From an optimization exercise on the open Yosys and OpenROAD flow, aimed at small area; shortcuts taken in it are not production practice. Only simulation tests tie the RTL to the original design; equivalence was not proved. In every run shown here, the design's own scripts or RTL, not TritonCTS, make the clock network. The flow treats the clock pin as an ideal source. Dropping or thinning the clock tree relies on that and would not hold on a real chip. No activity file was given, so power comes from the tool's default toggle rates.

==> flow/flow/run.sh <==
#!/bin/bash
# Standard synthesis, then the standard layout steps with these changes:
#  - after floorplan, abc's buffers are removed, the logic is remapped for area
#    (restructure) and each logic cell is set to
#    the smallest drive of its family (placement repair upsizes where needed);
#  - the port buffers are the smallest buffer cell;
#  - the clock tree is four clkbuf_8, each driving a quarter of the registers
#    (balanced k-means clusters), fed from the clock port (flow/clock_tree.tcl).
set -uo pipefail
HERE=$(pwd)
bash standard.sh synth > synth.log 2>&1 || exit 1
export REMOVE_ABC_BUFFERS=1
export POST_FLOORPLAN_TCL=$HERE/flow/post_floorplan.tcl
export BUFFER_PORTS_ARGS="-buffer_cell sky130_fd_sc_hd__buf_1"
export PRE_CTS_TCL=$HERE/flow/clock_tree.tcl
export CTS_ARGS="-sink_clustering_enable -repair_clock_nets -dont_use_dummy_load -buf_list sky130_fd_sc_hd__clkbuf_4 -root_buf sky130_fd_sc_hd__clkbuf_4 -sink_clustering_size 20 -sink_clustering_max_diameter 100"
bash standard.sh finish > layout.log 2>&1
==> flow/flow/clock_tree.tcl <==
# Clock tree of K leaf buffers, each driving one k-means cluster of the
# registers, all fed straight from the clock port.
proc my_clock_tree {K master_name} {
  set db [ord::get_db]
  set block [ord::get_db_block]
  set master [$db findMaster $master_name]
  set clk [$block findNet clk_i]
  set sinks {}
  foreach it [$clk getITerms] {
    set inst [$it getInst]
    set xy [$inst getLocation]
    lappend sinks [list $it [expr {[lindex $xy 0] + [[$inst getMaster] getWidth]/2}] [expr {[lindex $xy 1] + [[$inst getMaster] getHeight]/2}]]
  }
  set n [llength $sinks]
  # k-means, seeded with sinks spread through the list sorted by x+y
  set sorted [lsort -real -index 1 $sinks]
  set cents {}
  for {set k 0} {$k < $K} {incr k} {
    set s [lindex $sorted [expr {int(($k + 0.5) * $n / $K)}]]
    lappend cents [list [lindex $s 1] [lindex $s 2]]
  }
  for {set iter 0} {$iter < 50} {incr iter} {
    # balanced assignment: closest (sink, centre) pairs first, at most cap per centre
    set cap [expr {int(ceil(double($n) / $K))}]
    set pairs {}
    set i 0
    foreach s $sinks {
      for {set k 0} {$k < $K} {incr k} {
        set c [lindex $cents $k]
        lappend pairs [list [expr {abs([lindex $s 1]-[lindex $c 0]) + abs([lindex $s 2]-[lindex $c 1])}] $i $k]
      }
      incr i
    }
    set assign [lrepeat $n -1]
    set cnt [lrepeat $K 0]
    foreach p [lsort -real -index 0 $pairs] {
      lassign $p d i k
      if {[lindex $assign $i] >= 0 || [lindex $cnt $k] >= $cap} { continue }
      lset assign $i $k
      lset cnt $k [expr {[lindex $cnt $k] + 1}]
    }
    set newc {}
    for {set k 0} {$k < $K} {incr k} {
      set sx 0; set sy 0; set m 0
      foreach s $sinks a $assign {
        if {$a == $k} { set sx [expr {$sx + [lindex $s 1]}]; set sy [expr {$sy + [lindex $s 2]}]; incr m }
      }
      if {$m > 0} { lappend newc [list [expr {$sx / $m}] [expr {$sy / $m}]] } else { lappend newc [lindex $cents $k] }
    }
    set cents $newc
  }
  for {set k 0} {$k < $K} {incr k} {
    set net [odb::dbNet_create $block "clknet_leaf_$k"]
    $net setSigType CLOCK
    set buf [odb::dbInst_create $block $master "clkbuf_leaf_$k"]
    [$buf findITerm A] connect $clk
    [$buf findITerm X] connect $net
    set c [lindex $cents $k]
    $buf setLocation [expr {int([lindex $c 0])}] [expr {int([lindex $c 1])}]
    $buf setPlacementStatus PLACED
    set m 0
    foreach s $sinks a $assign {
      if {$a == $k} { set it [lindex $s 0]; $it disconnect; $it connect $net; incr m }
    }
    puts "my_clock_tree: clkbuf_leaf_$k drives $m registers"
  }
}

# Used as PRE_CTS_TCL: ORFS's cts.tcl then calls this in place of TritonCTS,
# and goes on with its own placement legalisation and timing repair.
rename clock_tree_synthesis tritoncts_clock_tree_synthesis
proc clock_tree_synthesis {args} {
  my_clock_tree 4 sky130_fd_sc_hd__clkbuf_8
  set_propagated_clock [all_clocks]
}
==> flow/flow/downsize.tcl <==
# Swap each combinational cell for the smallest cell of the same family
# (same function, lower drive); later repair steps upsize where timing,
# slew or capacitance need it.
proc downsize_cells {} {
  set db [ord::get_db]
  set block [ord::get_db_block]
  set saved 0.0
  set n 0
  foreach inst [$block getInsts] {
    set m [$inst getMaster]
    set name [$m getName]
    if {![regexp {^sky130_fd_sc_hd__([a-z0-9]+)_([0-9]+)$} $name -> base drive]} { continue }
    if {[regexp {^(s?e?df|dl|tap|fill|decap|conb|diode|clkbuf|clkdly|dlygate|dlymetal|probe|lpflow)} $base]} { continue }
    set best $name
    set best_area [expr {[$m getWidth] * [$m getHeight]}]
    foreach lc [get_lib_cells */sky130_fd_sc_hd__${base}_*] {
      set cname [get_name $lc]
      if {![regexp "^sky130_fd_sc_hd__${base}_\[0-9\]+\$" $cname]} { continue }
      if {[get_property $lc dont_use]} { continue }
      set cm [$db findMaster $cname]
      if {$cm == "NULL"} { continue }
      set a [expr {[$cm getWidth] * [$cm getHeight]}]
      if {$a < $best_area} { set best $cname; set best_area $a }
    }
    if {$best ne $name} {
      set old [expr {[$m getWidth] * [$m getHeight]}]
      replace_cell [$inst getName] $best
      set saved [expr {$saved + ($old - $best_area) / 1e6}]
      incr n
    }
  }
  puts "downsize_cells: $n cells, [format %.2f $saved] um2 saved"
}
downsize_cells
==> flow/flow/post_floorplan.tcl <==
# After floorplan: remap the logic between registers and ports for area
# (OpenROAD's restructure, which runs abc), then set each logic cell to the
# smallest drive of its family; placement repair upsizes where needed.
set lib [lindex [glob $::env(PLATFORM_DIR)/lib/sky130_fd_sc_hd__tt_025C_1v80.lib] 0]
file mkdir $::env(OBJECTS_DIR)/restructure
restructure -target area -liberty_file $lib \
  -tielo_port sky130_fd_sc_hd__conb_1/LO -tiehi_port sky130_fd_sc_hd__conb_1/HI \
  -work_dir $::env(OBJECTS_DIR)/restructure
source [file join [file dirname [info script]] downsize.tcl]
==> flow/standard.sh <==
#!/bin/bash
# synth_recipe.tcl (not shown) runs the flow's synth.tcl, then flattens the netlist and writes it again
# the make line also repeats each setting of config.mk as NAME=value (left out here)
make -C /OpenROAD-flow-scripts/flow DESIGN_CONFIG=/design/flow/config.mk WORK_HOME=/design/flow/orfs CLKGATE_MAP_FILE= SYNTH_SCRIPT=/design/flow/synth_recipe.tcl "${@:-finish}"
==> flow/config.mk <==
export PLATFORM = sky130hd
export DESIGN_NAME = calc_top
export DESIGN_NICKNAME = calc_top
export VERILOG_FILES = /design/flow/design.v
export SDC_FILE = /design/flow/constraint.sdc
export NUM_CORES = 4
export LEC_CHECK = 0
export ABC_AREA = 1
export CAP_MARGIN = 20
export CORE_MARGIN = 2
export CORE_UTILIZATION = 65
export PLACE_DENSITY = 0.8
export SLEW_MARGIN = 20
==> flow/constraint.sdc <==
create_clock -name core_clock -period 10.0 [get_ports {clk_i}]
set_input_delay 2.0000 -clock core_clock [delete_from_list [all_inputs] [get_ports {clk_i}]]
set_output_delay 2.0000 -clock core_clock [all_outputs]
set_load 0.01 [all_outputs]
==> flow/design.v <==
`timescale 1ns/1ns
package calc_cfg_pkg;
    localparam int DATA_W = 8;
    localparam int REG_DEPTH = 32;
    localparam int ADDR_W = $clog2(REG_DEPTH);
    localparam int SLOT_FIRST = 1;
    localparam int SLOT_LAST_BASE = 28;
    localparam int KEY_W = 4;
    localparam int LED_W = 16;
endpackage
`timescale 1ns/1ns
package calc_ctrl_pkg;
    typedef enum logic [4:0] {
        wait_a    = 5'd0,
        check_a   = 5'd1,
        error_a   = 5'd2,
        store_a   = 5'd3,
        read_a    = 5'd4,
        show_a    = 5'd5,
        wait_op   = 5'd6,
        check_op  = 5'd7,
        error_op  = 5'd8,
        hold_op   = 5'd9,
        wait_b    = 5'd10,
        check_b   = 5'd11,
        error_b   = 5'd12,
        store_b   = 5'd13,
        read_b    = 5'd14,
        show_b    = 5'd15,
        wait_ent  = 5'd16,
        check_ent = 5'd17,
        error_ent = 5'd18,
        load      = 5'd19,
        compute   = 5'd20,
        store_res = 5'd21,
        read_res  = 5'd22,
        show_res  = 5'd23,
        next      = 5'd24
    } calc_step_e;
    localparam logic [3:0] key_max_digit = 4'd9;
    localparam logic [3:0] key_enter = 4'd15;
    typedef enum logic [3:0] {
        op_add = 4'd10,
        op_sub = 4'd11,
        op_and = 4'd12,
        op_or  = 4'd13,
        op_xor = 4'd14
    } alu_op_e;
endpackage
`timescale 1ns/1ns
`timescale 1ns/1ns
`timescale 1ns/1ns
`timescale 1ns/1ns
module calc_top(clk_i, reset_i, key_i, key_valid_i, led_o, disp_we_o, disp_data_o);
  input clk_i;
  wire clk_i;
  input reset_i;
  wire reset_i;
  input [3:0] key_i;
  wire [3:0] key_i;
  input key_valid_i;
  wire key_valid_i;
  output [15:0] led_o;
  wire [15:0] led_o;
  output disp_we_o;
  wire disp_we_o;
  output [7:0] disp_data_o;
  wire [7:0] disp_data_o;
  wire _000_;
  wire _001_;
  wire _002_;
  wire _003_;
  wire _004_;
  wire _005_;
  wire _006_;
  wire _007_;
  wire _008_;
  wire _009_;
  wire _010_;
  wire _011_;
  wire _012_;
  wire _013_;
  wire _014_;
  wire _015_;
  wire _016_;
  wire _017_;
  wire _018_;
  wire _019_;
  wire _020_;
  wire _021_;
  wire _022_;
  wire _023_;
  wire _024_;
  wire _025_;
  wire _026_;
  wire _027_;
  wire _028_;
  wire _029_;
  wire _030_;
  wire _031_;
  wire _032_;
  wire _033_;
  wire _034_;
  wire _035_;
  wire _036_;
  wire _037_;
  wire _038_;
  wire _039_;
  wire _040_;
  wire _041_;
  wire _042_;
  wire _043_;
  wire _044_;
  wire _045_;
  wire _046_;
  wire _047_;
  wire _048_;
  wire _049_;
  wire _050_;
  wire _051_;
  wire _052_;
  wire _053_;
  wire _054_;
  wire _055_;
  wire _056_;
  wire _057_;
  wire _058_;
  wire _059_;
  wire _060_;
  wire _061_;
  wire _062_;
  wire _063_;
  wire _064_;
  wire _065_;
  wire _066_;
  wire _067_;
  wire _068_;
  wire _069_;
  wire _070_;
  wire _071_;
  wire _072_;
  wire _073_;
  wire _074_;
  wire _075_;
  wire _076_;
  wire _077_;
  wire _078_;
  wire _079_;
  wire _080_;
  wire _081_;
  wire _082_;
  wire _083_;
  wire _084_;
  wire _085_;
  wire _086_;
  wire _087_;
  wire _088_;
  wire _089_;
  wire _090_;
  wire _091_;
  wire _092_;
  wire _093_;
  wire _094_;
  wire _095_;
  wire _096_;
  wire _097_;
  wire _098_;
  wire _099_;
  wire _100_;
  wire _101_;
  wire _102_;
  wire _103_;
  wire _104_;
  wire _105_;
  wire _106_;
  wire _107_;
  wire _108_;
  wire _109_;
  wire _110_;
  wire _111_;
  wire _112_;
  wire _113_;
  wire _114_;
  wire _115_;
  wire _116_;
  wire _117_;
  wire _118_;
  wire _119_;
  wire _120_;
  wire _121_;
  wire _122_;
  wire _123_;
  wire _124_;
  wire _125_;
  wire _126_;
  wire _127_;
  wire _128_;
  wire _129_;
  wire _130_;
  wire _131_;
  wire _132_;
  wire _133_;
  wire _134_;
  wire _135_;
  wire _136_;
  wire [3:0] _137_;
  wire [3:0] _138_;
  wire a_load;
  reg [3:0] a_q;
  reg [3:0] fill_q;
  wire is_next;
  reg key_ok_q;
  reg [3:0] key_q;
  wire op_load;
  reg [2:0] op_q;
  wire op_shown;
  reg [3:0] \ring_q[0] ;
  reg [3:0] \ring_q[1] ;
  reg [3:0] \ring_q[2] ;
  reg [3:0] \ring_q[3] ;
  reg [3:0] \ring_q[4] ;
  reg [3:0] \ring_q[5] ;
  reg [3:0] \ring_q[6] ;
  reg [3:0] \ring_q[7] ;
  reg [3:0] \ring_q[8] ;
  reg [3:0] \ring_q[9] ;
  wire [4:0] step_d;
  assign _046_ = 4'h1 >> { _045_, _039_ };
  assign disp_data_o[0] = 4'hb >> { _046_, _038_ };
  assign _047_ = 4'h8 >> { fill_q[0], fill_q[1] };
  assign _048_ = 4'h8 >> { _047_, fill_q[2] };
  assign _049_ = 4'h1 >> { _047_, fill_q[2] };
  assign _138_[2] = 4'h1 >> { _049_, _048_ };
  assign _050_ = 4'h1 >> { _048_, fill_q[3] };
  assign _051_ = 4'h8 >> { _048_, fill_q[3] };
  assign _138_[3] = 4'h1 >> { _051_, _050_ };
  assign _052_ = 4'h1 >> { fill_q[0], fill_q[1] };
  assign _138_[1] = 4'h1 >> { _052_, _047_ };
  assign _053_ = 4'h8 >> { led_o[11], led_o[12] };
  assign _054_ = 4'h4 >> { _053_, _135_ };
  assign _055_ = 4'h1 >> { led_o[11], led_o[14] };
  assign _056_ = 4'h4 >> { _055_, _133_ };
  assign step_d[1] = 4'h1 >> { _056_, _054_ };
  assign _001_ = 4'h2 >> { _020_, is_next };
  assign _057_ = 4'h4 >> { _101_, key_valid_i };
  assign _058_ = 4'h4 >> { _099_, led_o[13] };
  assign _059_ = 4'h1 >> { _058_, _015_ };
  assign _060_ = 4'h2 >> { _100_, key_ok_q };
  assign _061_ = 4'h2 >> { _060_, led_o[11] };
  assign _062_ = 4'h2 >> { _061_, _059_ };
  assign _063_ = 4'h4 >> { _062_, _057_ };
  assign step_d[0] = 4'he >> { _063_, _135_ };
  assign op_load = 4'h1 >> { led_o[14], led_o[15] };
  assign _064_ = 4'h4 >> { key_valid_i, led_o[15] };
  assign _002_ = 4'h8 >> { _064_, _101_ };
  assign _065_ = 4'h8 >> { _016_, led_o[11] };
  assign _066_ = 4'h4 >> { _065_, led_o[15] };
  assign _067_ = 4'h2 >> { _066_, led_o[14] };
  assign step_d[4] = 4'h1 >> { _067_, op_load };
  assign _068_ = 4'h4 >> { _015_, led_o[11] };
  assign _069_ = 4'h1 >> { _068_, _053_ };
  assign _070_ = 4'h1 >> { _069_, _134_ };
  assign _071_ = 4'h2 >> { _070_, led_o[13] };
  assign _072_ = 4'h1 >> { _069_, led_o[13] };
  assign step_d[2] = 4'he >> { _072_, _071_ };
  assign _073_ = 4'h1 >> { _059_, led_o[11] };
  assign led_o[0] = 4'he >> { _073_, is_next };
  assign _074_ = 4'h8 >> { _133_, led_o[11] };
  assign _075_ = 4'h8 >> { _074_, _134_ };
  assign disp_we_o = 4'he >> { _075_, _066_ };
  assign _076_ = 4'h8 >> { op_shown, op_q[2] };
  assign led_o[8] = 4'he >> { _076_, is_next };
  assign a_load = 4'h4 >> { op_load, led_o[12] };
  assign disp_data_o[5] = 4'h8 >> { disp_data_o[4], op_q[0] };
  assign _077_ = 4'h1 >> { _132_, _126_ };
  assign _078_ = 4'h8 >> { _077_, a_q[3] };
  assign _079_ = 4'h2 >> { _078_, _005_ };
  assign _080_ = 4'h4 >> { _078_, _004_ };
  assign _081_ = 4'h1 >> { _077_, a_q[3] };
  assign _082_ = 4'h2 >> { _081_, _135_ };
  assign _083_ = 4'h4 >> { _082_, _080_ };
  assign _084_ = 4'h4 >> { _083_, _079_ };
  assign _085_ = 4'h8 >> { _018_, key_q[3] };
  assign _086_ = 4'h8 >> { _021_, \ring_q[0] [3] };
  assign _087_ = 4'h1 >> { _086_, _085_ };
  assign disp_data_o[3] = 4'hb >> { _087_, _084_ };
  assign _088_ = 4'h1 >> { _074_, _103_ };
  assign step_d[3] = 4'h1 >> { _088_, _065_ };
  assign _089_ = 4'h1 >> { _133_, led_o[15] };
  assign _090_ = 4'h8 >> key_i[2:1];
  assign _091_ = 4'h8 >> { key_i[0], key_i[3] };
  assign _092_ = 4'h8 >> { _091_, _090_ };
  assign _093_ = 4'h1 >> { _092_, _089_ };
  assign _094_ = 4'h1 >> key_i[2:1];
  assign _095_ = 4'h4 >> { key_i[3], led_o[15] };
  assign _096_ = 4'h4 >> { _095_, _094_ };
  assign _097_ = 4'h4 >> { _096_, _093_ };
  assign _098_ = 4'h2 >> { _096_, _093_ };
  assign _000_ = 4'h1 >> { _098_, _097_ };
  assign _137_[0] = 2'h1 >> fill_q[0];
  assign is_next = 4'h8 >> { led_o[14], led_o[15] };
  assign _099_ = 4'h4 >> { led_o[12], led_o[14] };
  assign _100_ = 4'h2 >> { _099_, led_o[13] };
  assign _101_ = 4'h1 >> { _100_, led_o[11] };
  assign _102_ = 4'h4 >> { _101_, led_o[12] };
  assign _103_ = 4'h2 >> { _102_, led_o[14] };
  assign op_shown = 4'he >> { _103_, led_o[15] };
  assign _104_ = 4'h8 >> { op_shown, op_q[1] };
  assign led_o[7] = 4'he >> { _104_, is_next };
  assign _105_ = 4'h8 >> { op_shown, op_q[0] };
  assign led_o[6] = 4'he >> { _105_, is_next };
  assign _106_ = 4'h8 >> { key_q[1], a_q[1] };
  assign _107_ = 4'h8 >> { a_q[1], op_q[0] };
  assign _108_ = 4'h8 >> { key_q[0], a_q[0] };
  assign _109_ = 4'h1 >> { _108_, op_q[0] };
  assign _110_ = 4'h1 >> { _109_, _107_ };
  assign _111_ = 4'h1 >> { _110_, _106_ };
  assign _112_ = 4'h4 >> { key_q[0], a_q[0] };
  assign _113_ = 4'h1 >> { key_q[1], a_q[1] };
  assign _114_ = 4'h1 >> { _113_, _107_ };
  assign _115_ = 4'h1 >> { _114_, _112_ };
  assign _116_ = 4'h1 >> { _115_, op_q[2] };
  assign _117_ = 4'h4 >> { _116_, _111_ };
  assign _118_ = 4'h8 >> { _117_, key_q[2] };
  assign _119_ = 4'h1 >> { _117_, key_q[2] };
  assign _120_ = 4'h8 >> { a_q[2], op_q[0] };
  assign _121_ = 4'h1 >> { a_q[2], op_q[0] };
  assign _122_ = 4'h1 >> { _121_, op_q[2] };
  assign _123_ = 4'h4 >> { _122_, _120_ };
  assign _124_ = 4'h4 >> { _123_, _119_ };
  assign _125_ = 4'h1 >> { _124_, _118_ };
  assign _126_ = 4'h2 >> { _125_, key_q[3] };
  assign _127_ = 4'h8 >> { a_q[3], op_q[0] };
  assign _128_ = 4'h1 >> { a_q[3], op_q[0] };
  assign _129_ = 4'h1 >> { _128_, op_q[2] };
  assign _130_ = 4'h4 >> { _129_, _127_ };
  assign _131_ = 4'h1 >> { _130_, _126_ };
  assign _132_ = 4'h4 >> { _125_, key_q[3] };
  assign _133_ = 4'h8 >> led_o[13:12];
  assign _134_ = 4'h2 >> { led_o[14], led_o[15] };
  assign _135_ = 4'h8 >> { _134_, _133_ };
  assign _136_ = 4'h4 >> { _135_, _132_ };
  assign disp_data_o[4] = 4'h4 >> { _136_, _131_ };
  assign _003_ = 4'h8 >> { key_q[2], a_q[2] };
  assign _004_ = 4'h4 >> op_q[2:1];
  assign _005_ = 4'h4 >> { _004_, op_q[0] };
  assign _006_ = 4'h4 >> { _005_, _003_ };
  assign _007_ = 4'h2 >> { _004_, _003_ };
  assign _008_ = 4'h1 >> { key_q[2], a_q[2] };
  assign _009_ = 4'h1 >> { _008_, _007_ };
  assign _010_ = 4'h4 >> { _009_, _006_ };
  assign _011_ = 4'h1 >> { _010_, _117_ };
  assign _012_ = 4'h8 >> { _010_, _117_ };
  assign _013_ = 4'h2 >> { _012_, _135_ };
  assign _014_ = 4'h4 >> { _013_, _011_ };
  assign _015_ = 4'h2 >> { led_o[12], led_o[14] };
  assign _016_ = 4'h2 >> { _015_, _100_ };
  assign _017_ = 4'h1 >> { _016_, led_o[15] };
  assign _018_ = 4'h1 >> { _017_, _135_ };
  assign _019_ = 4'h8 >> { _018_, key_q[2] };
  assign _020_ = 4'h8 >> { fill_q[1], fill_q[3] };
  assign _021_ = 4'h8 >> { _020_, _017_ };
  assign _022_ = 4'h8 >> { _021_, \ring_q[0] [2] };
  assign _023_ = 4'h1 >> { _022_, _019_ };
  assign disp_data_o[2] = 4'hb >> { _023_, _014_ };
  assign _024_ = 4'h2 >> { _004_, _106_ };
  assign _025_ = 4'h1 >> { _024_, _113_ };
  assign _026_ = 4'h2 >> { _112_, op_q[0] };
  assign _027_ = 4'h1 >> { _109_, op_q[2] };
  assign _028_ = 4'h4 >> { _027_, _026_ };
  assign _029_ = 4'h2 >> { _028_, _025_ };
  assign _030_ = 4'h4 >> { _028_, _025_ };
  assign _031_ = 4'h1 >> { _030_, _029_ };
  assign _032_ = 4'h4 >> { _005_, _106_ };
  assign _033_ = 4'h2 >> { _032_, _135_ };
  assign _034_ = 4'h4 >> { _033_, _031_ };
  assign _035_ = 4'h8 >> { _018_, key_q[1] };
  assign _036_ = 4'h8 >> { _021_, \ring_q[0] [1] };
  assign _037_ = 4'h1 >> { _036_, _035_ };
  assign disp_data_o[1] = 4'hb >> { _037_, _034_ };
  assign _038_ = 4'h8 >> { _021_, \ring_q[0] [0] };
  assign _039_ = 4'h8 >> { _018_, key_q[0] };
  assign _040_ = 4'h8 >> { _004_, _109_ };
  assign _041_ = 4'h2 >> { _004_, _108_ };
  assign _042_ = 4'h1 >> { key_q[0], a_q[0] };
  assign _043_ = 4'h2 >> { _042_, _135_ };
  assign _044_ = 4'h4 >> { _043_, _041_ };
  assign _045_ = 4'h4 >> { _044_, _040_ };
  always @(posedge clk_i)
    if (is_next) \ring_q[6] [0] <= \ring_q[7] [0];
  always @(posedge clk_i)
    if (is_next) \ring_q[6] [1] <= \ring_q[7] [1];
  always @(posedge clk_i)
    if (is_next) \ring_q[6] [2] <= \ring_q[7] [2];
  always @(posedge clk_i)
    if (is_next) \ring_q[6] [3] <= \ring_q[7] [3];
  always @(posedge clk_i)
    if (is_next) \ring_q[5] [0] <= \ring_q[6] [0];
  always @(posedge clk_i)
    if (is_next) \ring_q[5] [1] <= \ring_q[6] [1];
  always @(posedge clk_i)
    if (is_next) \ring_q[5] [2] <= \ring_q[6] [2];
  always @(posedge clk_i)
    if (is_next) \ring_q[5] [3] <= \ring_q[6] [3];
  always @(posedge clk_i)
    if (is_next) \ring_q[4] [0] <= \ring_q[5] [0];
  always @(posedge clk_i)
    if (is_next) \ring_q[4] [1] <= \ring_q[5] [1];
  always @(posedge clk_i)
    if (is_next) \ring_q[4] [2] <= \ring_q[5] [2];
  always @(posedge clk_i)
    if (is_next) \ring_q[4] [3] <= \ring_q[5] [3];
  always @(posedge clk_i)
    if (is_next) \ring_q[3] [0] <= \ring_q[4] [0];
  always @(posedge clk_i)
    if (is_next) \ring_q[3] [1] <= \ring_q[4] [1];
  always @(posedge clk_i)
    if (is_next) \ring_q[3] [2] <= \ring_q[4] [2];
  always @(posedge clk_i)
    if (is_next) \ring_q[3] [3] <= \ring_q[4] [3];
  always @(posedge clk_i)
    if (is_next) \ring_q[2] [0] <= \ring_q[3] [0];
  always @(posedge clk_i)
    if (is_next) \ring_q[2] [1] <= \ring_q[3] [1];
  always @(posedge clk_i)
    if (is_next) \ring_q[2] [2] <= \ring_q[3] [2];
  always @(posedge clk_i)
    if (is_next) \ring_q[2] [3] <= \ring_q[3] [3];
  always @(posedge clk_i)
    if (is_next) \ring_q[1] [0] <= \ring_q[2] [0];
  always @(posedge clk_i)
    if (is_next) \ring_q[1] [1] <= \ring_q[2] [1];
  always @(posedge clk_i)
    if (is_next) \ring_q[1] [2] <= \ring_q[2] [2];
  always @(posedge clk_i)
    if (is_next) \ring_q[1] [3] <= \ring_q[2] [3];
  always @(posedge clk_i)
    if (is_next) \ring_q[0] [0] <= \ring_q[1] [0];
  always @(posedge clk_i)
    if (is_next) \ring_q[0] [1] <= \ring_q[1] [1];
  always @(posedge clk_i)
    if (is_next) \ring_q[0] [2] <= \ring_q[1] [2];
  always @(posedge clk_i)
    if (is_next) \ring_q[0] [3] <= \ring_q[1] [3];
  always @(posedge clk_i)
    if (op_load) op_q[0] <= key_q[0];
  always @(posedge clk_i)
    if (op_load) op_q[1] <= key_q[1];
  always @(posedge clk_i)
    if (op_load) op_q[2] <= key_q[2];
  always @(posedge clk_i, posedge reset_i)
    if (reset_i) fill_q[0] <= 1'h0;
    else if (_001_) fill_q[0] <= _137_[0];
  always @(posedge clk_i, posedge reset_i)
    if (reset_i) fill_q[1] <= 1'h0;
    else if (_001_) fill_q[1] <= _138_[1];
  always @(posedge clk_i, posedge reset_i)
    if (reset_i) fill_q[2] <= 1'h0;
    else if (_001_) fill_q[2] <= _138_[2];
  always @(posedge clk_i, posedge reset_i)
    if (reset_i) fill_q[3] <= 1'h0;
    else if (_001_) fill_q[3] <= _138_[3];
  always @(posedge clk_i)
    if (a_load) a_q[0] <= key_q[0];
  always @(posedge clk_i)
    if (a_load) a_q[1] <= key_q[1];
  always @(posedge clk_i)
    if (a_load) a_q[2] <= key_q[2];
  always @(posedge clk_i)
    if (a_load) a_q[3] <= key_q[3];
  always @(posedge clk_i)
    if (is_next) \ring_q[7] [0] <= \ring_q[8] [0];
  always @(posedge clk_i)
    if (is_next) \ring_q[7] [1] <= \ring_q[8] [1];
  always @(posedge clk_i)
    if (is_next) \ring_q[7] [2] <= \ring_q[8] [2];
  always @(posedge clk_i)
    if (is_next) \ring_q[7] [3] <= \ring_q[8] [3];
  always @(posedge clk_i)
    if (_002_) key_q[0] <= key_i[0];
  always @(posedge clk_i)
    if (_002_) key_q[1] <= key_i[1];
  always @(posedge clk_i)
    if (_002_) key_q[2] <= key_i[2];
  always @(posedge clk_i)
    if (_002_) key_q[3] <= key_i[3];
  always @(posedge clk_i)
    if (is_next) \ring_q[9] [0] <= key_q[0];
  always @(posedge clk_i)
    if (is_next) \ring_q[9] [1] <= key_q[1];
  always @(posedge clk_i)
    if (is_next) \ring_q[9] [2] <= key_q[2];
  always @(posedge clk_i)
    if (is_next) \ring_q[9] [3] <= key_q[3];
  always @(posedge clk_i)
    if (is_next) \ring_q[8] [0] <= \ring_q[9] [0];
  always @(posedge clk_i)
    if (is_next) \ring_q[8] [1] <= \ring_q[9] [1];
  always @(posedge clk_i)
    if (is_next) \ring_q[8] [2] <= \ring_q[9] [2];
  always @(posedge clk_i)
    if (is_next) \ring_q[8] [3] <= \ring_q[9] [3];
  reg \led_o_reg[11] ;
  always @(posedge clk_i, posedge reset_i)
    if (reset_i) \led_o_reg[11]  <= 1'h0;
    else \led_o_reg[11]  <= step_d[0];
  assign led_o[11] = \led_o_reg[11] ;
  reg \led_o_reg[12] ;
  always @(posedge clk_i, posedge reset_i)
    if (reset_i) \led_o_reg[12]  <= 1'h0;
    else \led_o_reg[12]  <= step_d[1];
  assign led_o[12] = \led_o_reg[12] ;
  reg \led_o_reg[13] ;
  always @(posedge clk_i, posedge reset_i)
    if (reset_i) \led_o_reg[13]  <= 1'h0;
    else \led_o_reg[13]  <= step_d[2];
  assign led_o[13] = \led_o_reg[13] ;
  reg \led_o_reg[14] ;
  always @(posedge clk_i, posedge reset_i)
    if (reset_i) \led_o_reg[14]  <= 1'h0;
    else \led_o_reg[14]  <= step_d[3];
  assign led_o[14] = \led_o_reg[14] ;
  reg \led_o_reg[15] ;
  always @(posedge clk_i, posedge reset_i)
    if (reset_i) \led_o_reg[15]  <= 1'h0;
    else \led_o_reg[15]  <= step_d[4];
  assign led_o[15] = \led_o_reg[15] ;
  always @(posedge clk_i)
    key_ok_q <= _000_;
  assign _138_[0] = _137_[0];
  assign _137_[3:1] = fill_q[3:1];
  assign disp_data_o[7:6] = { disp_data_o[5], disp_data_o[5] };
  assign { led_o[10:9], led_o[5:1] } = { is_next, op_shown, is_next, is_next, is_next, is_next, is_next };
endmodule
==> flow_summary.toml, run 1 <==
[sta]
fin_skew_ps = 2.25
fin_ws_ps = 5260
drv_slew = 0
period_needed_ps = 4740
max_freq_ghz = 0.211
tns_ps = 0
setup_viol = 0
worstMarginPinSlew_ps = 722
hold_viol_final = 0
rsz0062_at_grt = "no"
slew_headroom_pct = 51.5
timing.final.crit_share_pct = 47.4

[yosys]
syn_inst = 230
synthAdderAreaFrac_pct = 1.87
ys_ff_latch = 61
synth_top_family_by_area = "simple AND/OR/NAND/NOR gates"
synthesis.area_um2 = 2680
synth-xor-area-share_pct = 0.982
yosysSeqAreaShare_pct = 66.4
synth-compound-area-share_pct = 5.85
synth_mux_area_share_pct = 0.561
syn_avg_cell_area_um2 = 11.6
synth_simple_gate_area_share_pct = 16.2
synth_cell_types = 31
ys_warn_count = 1

[setup_path]
cp_cell_sequence = "clkinv_1, a22oi_1, o22ai_1, nor2_1, o22ai_1, nor2b_1, nor2_1, o21ai_0, a21oi_1, a222oi_1, clkinv_1, buf_1"
slowest_delay_ps = 530
endpoint_kind = "output port"
worst-setup-path-type = "flop to output port"
arrival_ps = 2740
crit_required_ps = 8000
crit_family = "compound AO/OA/AOI/OAI gates"
crit_start = "op_q[0]"
cp_max_fo = 10
slowest_stage = "edfxtp_1"
cp-start-kind = "flop"
critPathBufInv = 3

[grt]
grt_first_pass_wirelength_um = 6590
grt_pass1_vias = 1351
grtUsageTotal_pct = 19.1
grt_overflow = 0
grt_max_degree = 51
antenna_found_initial = 0

[final_layout]
nFillCells = 290
final_common_cell = "edfxtp_1"
largest_register = "ring_q"
syn_to_final_growth_pct = -2.20
antenna_cells = 0
mostFrequentLayoutCells = "51 x edfxtp_1, 31 x buf_1, 25 x clkinv_1"
largest_reg_flops = 40
drive_gt1_share_pct = 2.93
layout.nets = 214

[placed_design]
routabilityCongestion = 0.911
dp_hpwl_um = 2960
pre_cts_slack_ps = 5580
port_buffers = 31

[cts]
cts-resized-gates = 0
postCtsSetupRepairBufs = 0
clock_latency_ps = 150
path_clk_slew_ps = 90
cts_hold_buf = 0

[routing]
wl_per_cell_um = 16.4
vias = 1531
firstDrtPassIters = 5
drc = 0
routed_wl_um = 4190
drt_iter0_markers = 221
drt-vias-per-instance = 6.00
drtAntennaViolNets = 0

[power_and_ir_drop]
p_leak_nw = 0.848
ir_drop_mv = 0.132
power_per_cell_area_nw_per_um2 = 280

[die]
core_area_um2 = 3970
rows = 23
ios = 32
initial_core_util_pct = 67.4
fp.dieH_um = 68.2
die_w_um = 68.2
die_area_um2 = 4640

[job]
maxCapViolations = 0

[worst_hold_path]
worst_hold_startpoint = "ring_q[7][0]"
min_path_type = "flop to flop"

[run_status]
status = "no timing/DRC/antenna violations"
where the power goes:
group	internal (W)	switching (W)
Combinational	0.0000880	0.000163
Sequential	0.000341	0.0000490
Clock	0.0000369	0.0000555
worst reg2reg max path, cell delays in order (launching register included):
cell	delay, ps
dfrtp_1	440
clkinv_1	330
nor2_4	200
buf_4	490
nand2_1	210
nor3_1	290
o2bb2ai_1	160
per-stage QoR:
stage	std cells	hold WS (ps)	power (W)	util [%]	cell area (µm²)
finish	255	426	0.000733	65.9	2620
global route	255	431	0.000779	65.9	2620
CTS	255	428	0.000730	65.9	2620
detailed placement	251	405	0.000641	64.5	2560
global placement	251	405	0.000622	64.5	2560
floorplan	215	400	0.000595	-	2560
path summary, 6_finish.rpt:
kind,endpoint,slack (ps),cells past startpoint
worst min-delay path,ring_q[6][0],430,0
worst max-delay path,disp_data_o[3],5260,12
worst max register to register,fill_q[2],7810,6
worst min register to register,ring_q[6][0],430,0
max in group asynchronous,asynchronous set/reset pin,8090,2
min in group asynchronous,fill_q[2],1720,2
final cells by class:
| class | count | area, µm² | area share (%) |
|---|---|---|---|
| well taps | 50 | 62.6 | 2.39 |
| flip-flops and latches | 61 | 1780 | 67.9 |
| plain buffers | 4 | 55.1 | 2.10 |
| inverters | 25 | 93.8 | 3.59 |
| repair buffers | 32 | 124 | 4.73 |
| multi-input cells | 83 | 504 | 19.3 |
Yosys cell counts:
| cell | count | area share (%) |
|---|---|---|
| a21o_1 | 1 | 0.28 |
| a21oi_1 | 8 | 1.5 |
| a21oi_2 | 2 | 0.65 |
| a31oi_1 | 2 | 0.47 |
| buf_4 | 14 | 3.9 |
| buf_6 | 1 | 0.42 |
| clkinv_2 | 2 | 0.37 |
| dfrtp_1 | 9 | 8.4 |
| dfxtp_1 | 1 | 0.75 |
| edfxtp_1 | 51 | 57 |
| ha_1 | 4 | 1.9 |
| inv_1 | 22 | 3.1 |
| inv_2 | 2 | 0.28 |
| mux2_4 | 1 | 0.56 |
| nand2_1 | 42 | 5.9 |
| nand2_2 | 5 | 1.2 |
| nand2_4 | 1 | 0.42 |
| nand3_1 | 20 | 3.7 |
| nand3_4 | 1 | 0.65 |
| nand4_1 | 2 | 0.47 |
| nor2_1 | 17 | 2.4 |
| nor2_2 | 1 | 0.23 |
| nor2_4 | 1 | 0.42 |
| nor3_1 | 2 | 0.37 |
| nor4_2 | 1 | 0.47 |
| o2111ai_1 | 1 | 0.33 |
| o211ai_1 | 1 | 0.28 |
| o21ai_0 | 9 | 1.7 |
| o21ai_1 | 2 | 0.37 |
| o21bai_1 | 1 | 0.28 |
| xnor2_1 | 3 | 0.98 |
layer usage:
layer	vias to the layer above	GRT usage (%)	share of wire [%]
met2	101	30.3	47
met4	0	5.50	1.7
met3	11	2.80	8.6
li1	715	-	-
met5	-	0	0
met1	704	27.8	43
cell families (layout without fill, tap and decap cells):
group | count (synthesis) | in the layout
DFF | 61 | 61
buffers and inverters | 41 | 61
muxes | 1 | 0
AOI/OAI and AO/OA | 27 | 45
adders and majority gates | 4 | 0
and+or+nand+nor | 93 | 38
xor gates and xnor gates | 3 | 0
==> run 2: changes to the inputs <==
--- a/flow/flow/run.sh
+++ b/flow/flow/run.sh
@@ -4,7 +4,7 @@
 #    (restructure) and each logic cell is set to
 #    the smallest drive of its family (placement repair upsizes where needed);
 #  - the port buffers are the smallest buffer cell;
-#  - the clock tree is four clkbuf_8, each driving a quarter of the registers
+#  - the clock tree is three clkbuf_8, each driving a third of the registers
 #    (balanced k-means clusters), fed from the clock port (flow/clock_tree.tcl).
 set -uo pipefail
 HERE=$(pwd)
--- a/flow/flow/clock_tree.tcl
+++ b/flow/flow/clock_tree.tcl
@@ -70,6 +70,6 @@
 # and goes on with its own placement legalisation and timing repair.
 rename clock_tree_synthesis tritoncts_clock_tree_synthesis
 proc clock_tree_synthesis {args} {
-  my_clock_tree 4 sky130_fd_sc_hd__clkbuf_8
+  my_clock_tree 3 sky130_fd_sc_hd__clkbuf_8
   set_propagated_clock [all_clocks]
 }
==> run 2 against run 1 <==
Clock skew up 10 ps. Sequential cell count did not move. Highest routed layer unchanged. Still clean on timing, DRC and antenna. Hold slack better by 1.9 ps. Critical endpoint unchanged.
==> flow_summary.toml, run 2 <==
[setup_path]
worst-setup-path-type = "flop to output port"
endpoint_kind = "output port"
slowest_stage = "edfxtp_1"
slowest_delay_ps = 540
arrival_ps = 2750
r2r_cells = 6
crit_family = "compound AO/OA/AOI/OAI gates"
cp.depth = 12
crit_required_ps = 8000
critPathBufInv = 3
cp_cell_sequence = "clkinv_1, a22oi_1, o22ai_1, nor2_1, o22ai_1, nor2b_1, nor2_1, o21ai_0, a21oi_1, a222oi_1, clkinv_1, buf_1"
cp-start-kind = "flop"
cp_max_fo = 10

[cts]
cts_hold_buf = 0
postCtsSetupRepairBufs = 0
path_clk_slew_ps = 120
cts-resized-gates = 0
clock_latency_ps = 170

[die]
initial_core_util_pct = 67.4
core_area_um2 = 3970
die_area_um2 = 4640
rows = 23
fp.dieH_um = 68.2
die_w_um = 68.2
ios = 32

[job]
maxCapViolations = 0

[power_and_ir_drop]
p_leak_nw = 0.841
pwr-share-comb_pct = 34.7
p_clk_share_pct = 11.5
swShare_pct = 36.9
sequentialPowerShare_pct = 53.8
switchingPower_w = 0.000266
power_per_cell_area_nw_per_um2 = 278
ir_drop_mv = 0.141
intPower_w = 0.000457

[routing]
drt-vias-per-instance = 5.87
wl_per_cell_um = 16.2
vias = 1492
drc = 0
drt_iter0_markers = 213
drtAntennaViolNets = 0
routed_wl_um = 4110
firstDrtPassIters = 8

[sta]
tns_ps = 0
setup_viol = 0
timing.final.crit_share_pct = 47.5
fin_skew_ps = 12.7
fin_ws_ps = 5250
slew_headroom_pct = 54.6
max_freq_ghz = 0.211
period_needed_ps = 4750
rsz0062_at_grt = "no"
drv_slew = 0
worstMarginPinSlew_ps = 676
hold_viol_final = 0

[grt]
grt_max_degree = 51
grt_overflow = 0
antenna_found_initial = 0
grtUsageTotal_pct = 18.8
grt_first_pass_wirelength_um = 6530
grt_pass1_vias = 1345

[yosys]
yosysSeqAreaShare_pct = 66.4
syn_avg_cell_area_um2 = 11.6
yosysTopAreaCell = "edfxtp_1"
synth_common_cells = "51 x edfxtp_1, 42 x nand2_1, 22 x inv_1"
synth_cell_types = 31
synthTopCellsByArea = "edfxtp_1 57%, dfrtp_1 8.4%, nand2_1 5.9%, buf_4 3.9%, nand3_1 3.7%"
ys_warn_count = 1
yosysTopAreaCellShare_pct = 57.2
syn_inst = 230
synthesis.area_um2 = 2680
ys_ff_latch = 61
ys.flop_type = "edfxtp_1"
synth-edff-count = 51
async_flop_share_pct = 14.8
synth.most_common_cell = "edfxtp_1"

[placed_design]
dp_hpwl_um = 2960
placed_area_um2 = 2560
pre_cts_slack_ps = 5580
placedCellCount = 251
routabilityCongestion = 0.911
port_buffers = 31

[final_layout]
mostFrequentLayoutCells = "51 x edfxtp_1, 31 x buf_1, 25 x clkinv_1"
antenna_cells = 0
syn_to_final_growth_pct = -2.71
final_area_um2 = 2600
multi_input_area_um2 = 504
register_area_um2 = 1780
final_common_cell = "edfxtp_1"
largest_register = "ring_q"
layout.nets = 213
final_cells = 254
drive_gt1_share_pct = 2.45
largest_reg_flops = 40
nFillCells = 293

[worst_hold_path]
min_path_type = "flop to flop"
whs_path_depth = 0

[run_status]
status = "no timing/DRC/antenna violations"
## run 2: logic make-up after synthesis
group / share of synthesized area (%)
fa+ha+maj: 1.87
compound gates: 5.85
simple gates: 16.2
mux: 0.561
buf+inv: 8.09
flops: 66.4
xor+xnor: 0.982
## run 2: path summary, 6_finish.rpt
kind	startpoint	end	slack, ps
worst max-delay path	op_q[0]	disp_data_o[3]	5250
worst min-delay path	ring_q[4][3]	ring_q[3][3]	430
max in group asynchronous	reset_i	fill_q[0]	8110
min in group asynchronous	reset_i	led_o_reg[12]	1690
worst max register to register	flop	fill_q[2]	7790
worst min register to register	ring_q[4][3]	ring_q[3][3]	430
## run 2: stage by stage
stage          hold WS (ps)  power, W  utilization, %
2_1_floorplan           400  0.000595               -
3_3_place_gp            405  0.000622            64.5
3_5_place_dp            405  0.000641            64.5
4_1_cts                 429  0.000723            65.5
5_1_grt                 436  0.000770            65.5
6_report                428  0.000723            65.5
## run 2: power groups by stage
| stage | registers [W] | logic [W] | clock network (W) |
|---|---|---|---|
| after floorplan | 0.000390 | 0.000205 | 0 |
| after global placement | 0.000390 | 0.000232 | 0 |
| after detailed placement | 0.000394 | 0.000247 | 0 |
| after CTS | 0.000389 | 0.000248 | 0.0000864 |
| after global routing | 0.000397 | 0.000280 | 0.0000936 |
| final | 0.000389 | 0.000251 | 0.0000833 |
## run 2: final cells by class
class                           count  share of cell area (%)
Inverter                           25                    3.61
Sequential cell                    61                    68.3
Multi-Input combinational cell     83                    19.4
Buffer                              3                    1.59
Tap cell                           50                    2.40
Timing Repair Buffer               32                    4.76
## run 2: layer usage
metal	track usage, %	routed length (µm)	up-vias
met3	2.14	266	12
met2	30.6	1950	75
li1	-	-	709
met1	27.5	1830	696
met4	5.00	63	0
met5	0	0	-
==> run 3: changes to the inputs <==
--- a/flow/config.mk
+++ b/flow/config.mk
@@ -8,6 +8,6 @@
 export ABC_AREA = 1
 export CAP_MARGIN = 20
 export CORE_MARGIN = 2
-export CORE_UTILIZATION = 65
-export PLACE_DENSITY = 0.8
+export CORE_UTILIZATION = 75
+export PLACE_DENSITY = 0.9
 export SLEW_MARGIN = 20
==> run 3 against run 2 <==
Still clean on timing, DRC and antenna. Core utilization is 11 points higher. Cell area is 0.19% lower. Register-to-register slack worse by 140 ps. Clock skew is 7.9 ps lower. Highest routed layer unchanged.
==> flow_summary.toml, run 3 <==
[sta]
setup_viol = 0
period_needed_ps = 4890
timing.final.crit_share_pct = 48.9
hold_viol_final = 0
worstMarginPinSlew_ps = 801
tns_ps = 0
rsz0062_at_grt = "no"
drv_slew = 0
slew_headroom_pct = 46.2
fin_skew_ps = 4.78
fin_ws_ps = 5110
max_freq_ghz = 0.204

[placed_design]
pre_cts_slack_ps = 5430
placed_area_um2 = 2560
port_buffers = 31
dp_hpwl_um = 3360
routabilityCongestion = 0.840

[yosys]
ys_ff_latch = 61
synth_cell_types = 31
synthesis.area_um2 = 2680
synthTopCellsByArea = "edfxtp_1 57%, dfrtp_1 8.4%, nand2_1 5.9%, buf_4 3.9%, nand3_1 3.7%"
async_flop_share_pct = 14.8
ys_warn_count = 1
syn_inst = 230
yosysSeqAreaShare_pct = 66.4
yosysTopAreaCell = "edfxtp_1"
synth.most_common_cell = "edfxtp_1"
syn_avg_cell_area_um2 = 11.6
yosysTopAreaCellShare_pct = 57.2
ys.flop_type = "edfxtp_1"
synth_common_cells = "51 x edfxtp_1, 42 x nand2_1, 22 x inv_1"
synth-edff-count = 51

[job]
maxCapViolations = 0

[die]
die_w_um = 63.7
rows = 21
initial_core_util_pct = 78.9
core_area_um2 = 3390
ios = 32
fp.dieH_um = 63.7
die_area_um2 = 4060

[cts]
clock_latency_ps = 160
postCtsSetupRepairBufs = 0
path_clk_slew_ps = 110
cts_hold_buf = 0
cts-resized-gates = 0

[routing]
vias = 1564
drtAntennaViolNets = 0
drt_iter0_markers = 209
wl_per_cell_um = 18.5
firstDrtPassIters = 5
drc = 0
routed_wl_um = 4620
drt-vias-per-instance = 6.26

[setup_path]
cp_max_fo = 7
crit_required_ps = 8000
endpoint_kind = "output port"
worst-setup-path-type = "flop to output port"
cp-start-kind = "flop"
r2r_slack_ps = 7650
arrival_ps = 2890

[grt]
antenna_found_initial = 0
grtUsageTotal_pct = 23.7
grt_pass1_vias = 1450
grt_first_pass_wirelength_um = 7390
grt_max_degree = 51
grt_overflow = 0

[final_layout]
multi_input_area_um2 = 504
drive_gt1_share_pct = 2.45
mostFrequentLayoutCells = "51 x edfxtp_1, 31 x buf_1, 25 x clkinv_1"
largest_register = "ring_q"
syn_to_final_growth_pct = -2.90
final_area_um2 = 2600
nFillCells = 199
largest_reg_flops = 40
antenna_cells = 0
register_area_um2 = 1780
layout.nets = 213
final_common_cell = "edfxtp_1"

[power_and_ir_drop]
power_per_cell_area_nw_per_um2 = 282
ir_drop_mv = 0.196
p_leak_nw = 0.841

[run_status]
status = "no timing/DRC/antenna violations"

[worst_hold_path]
min_path_type = "flop to flop"
run 3: cell counts in the layout (fill, tap and decap cells not counted):
No cell type changed its count.
run 3: final cells by class:
class,instances,area share [%]
inverters,25,3.61
flip-flops and latches,61,68.4
well taps,46,2.22
repair buffers,32,4.77
plain buffers,3,1.59
multi-input cells,83,19.4
run 3: logic make-up (layout without fill, tap and decap cells):
| group | count (synthesis) | after routing | share of synthesized area, % |
|---|---|---|---|
| and+or+nand+nor | 93 | 38 | 16.2 |
| DFF | 61 | 61 | 66.4 |
| buffers and inverters | 41 | 60 | 8.09 |
| AOI/OAI and AO/OA | 27 | 45 | 5.85 |
| adders and majority gates | 4 | 0 | 1.87 |
| xor gates and xnor gates | 3 | 0 | 0.982 |
| muxes | 1 | 0 | 0.561 |
run 3: stage by stage:
stage                     power [W]  cells  hold slack, ps  utilization [%]
after floorplan            0.000595    215             400                -
after global placement     0.000630    247             401             75.4
after detailed placement   0.000649    247             405             75.4
after CTS                  0.000729    250             433             76.6
after global routing       0.000772    250             443             76.6
final                      0.000733    250             433             76.6
run 3: path summary, 6_finish.rpt:
check,start,to,cells after the start
worst max-delay path,led_o_reg[12],disp_data_o[7],8
worst min-delay path,ring_q[3][3],ring_q[2][3],0
worst max register to register,led_o_reg[12],led_o_reg[12],6
worst min register to register,ring_q[3][3],ring_q[2][3],0
max in group asynchronous,reset_i,led_o_reg[11],2
min in group asynchronous,reset_i,asynchronous set/reset pin,2
run 3: power breakdown:
part	total (W)	switching [W]	internal, W
registers	0.000391	0.0000505	0.000341
clock network	0.0000822	0.0000542	0.0000280
logic	0.000259	0.000171	0.0000881
total	0.000733	0.000276	0.000457
run 3: worst max-delay path, stage by stage, from the launching register on:
cell	delay, ps
dfrtp_1	490
clkinv_1	150
nor2_1	230
clkinv_1	120
nor3_1	630
clkinv_1	400
nor3_1	290
nor2b_1	240
buf_1	170
run 3: metal layers:
| metal | track usage, % | up-vias | wire (µm) |
|---|---|---|---|
| met5 | 0 | - | 0 |
| met4 | 3.26 | 0 | 79 |
| met3 | 1.79 | 11 | 383 |
| met2 | 42.6 | 108 | 2340 |
| met1 | 33.0 | 730 | 1810 |
| li1 | - | 715 | - |

[what the ideal ports hide]
How much do the figures lean on ideal ports? The routed layouts below were timed once more, with nothing changed but the port constraints. Step 1 (the two cells are an assumption about what drives the block):
set clk [get_ports {clk_i}]
set_driving_cell -lib_cell sky130_fd_sc_hd__clkbuf_16 $clk
set_driving_cell -lib_cell sky130_fd_sc_hd__buf_2 [delete_from_list [all_inputs] $clk]
Step 2 moves the port delays by t, midway between the first and last clock arrival at a register: inputs arrive t later, outputs are due t later. That takes back most of the time a late clock gives input paths. Slacks: ideal ports / drivers / drivers and shift; pairs: ideal ports / drivers.
| run | t, ns | setup slack, ns | hold slack, ns | latest minus earliest clock arrival (ns) | worst register clock-pin slew, ns |
|---|---|---|---|---|---|
| run 1 | 0.197 | 5.259 / 5.208 / 5.404 | 0.426 / 0.426 / 0.426 | 0.003 / 0.003 | 0.09 / 0.09 |
| run 2 | 0.206 | 5.254 / 5.211 / 5.417 | 0.428 / 0.428 / 0.428 | 0.013 / 0.013 | 0.12 / 0.12 |
| run 3 | 0.203 | 5.105 / 5.063 / 5.266 | 0.433 / 0.433 / 0.433 | 0.005 / 0.005 | 0.11 / 0.11 |
After both steps setup and hold are still met in every run listed.
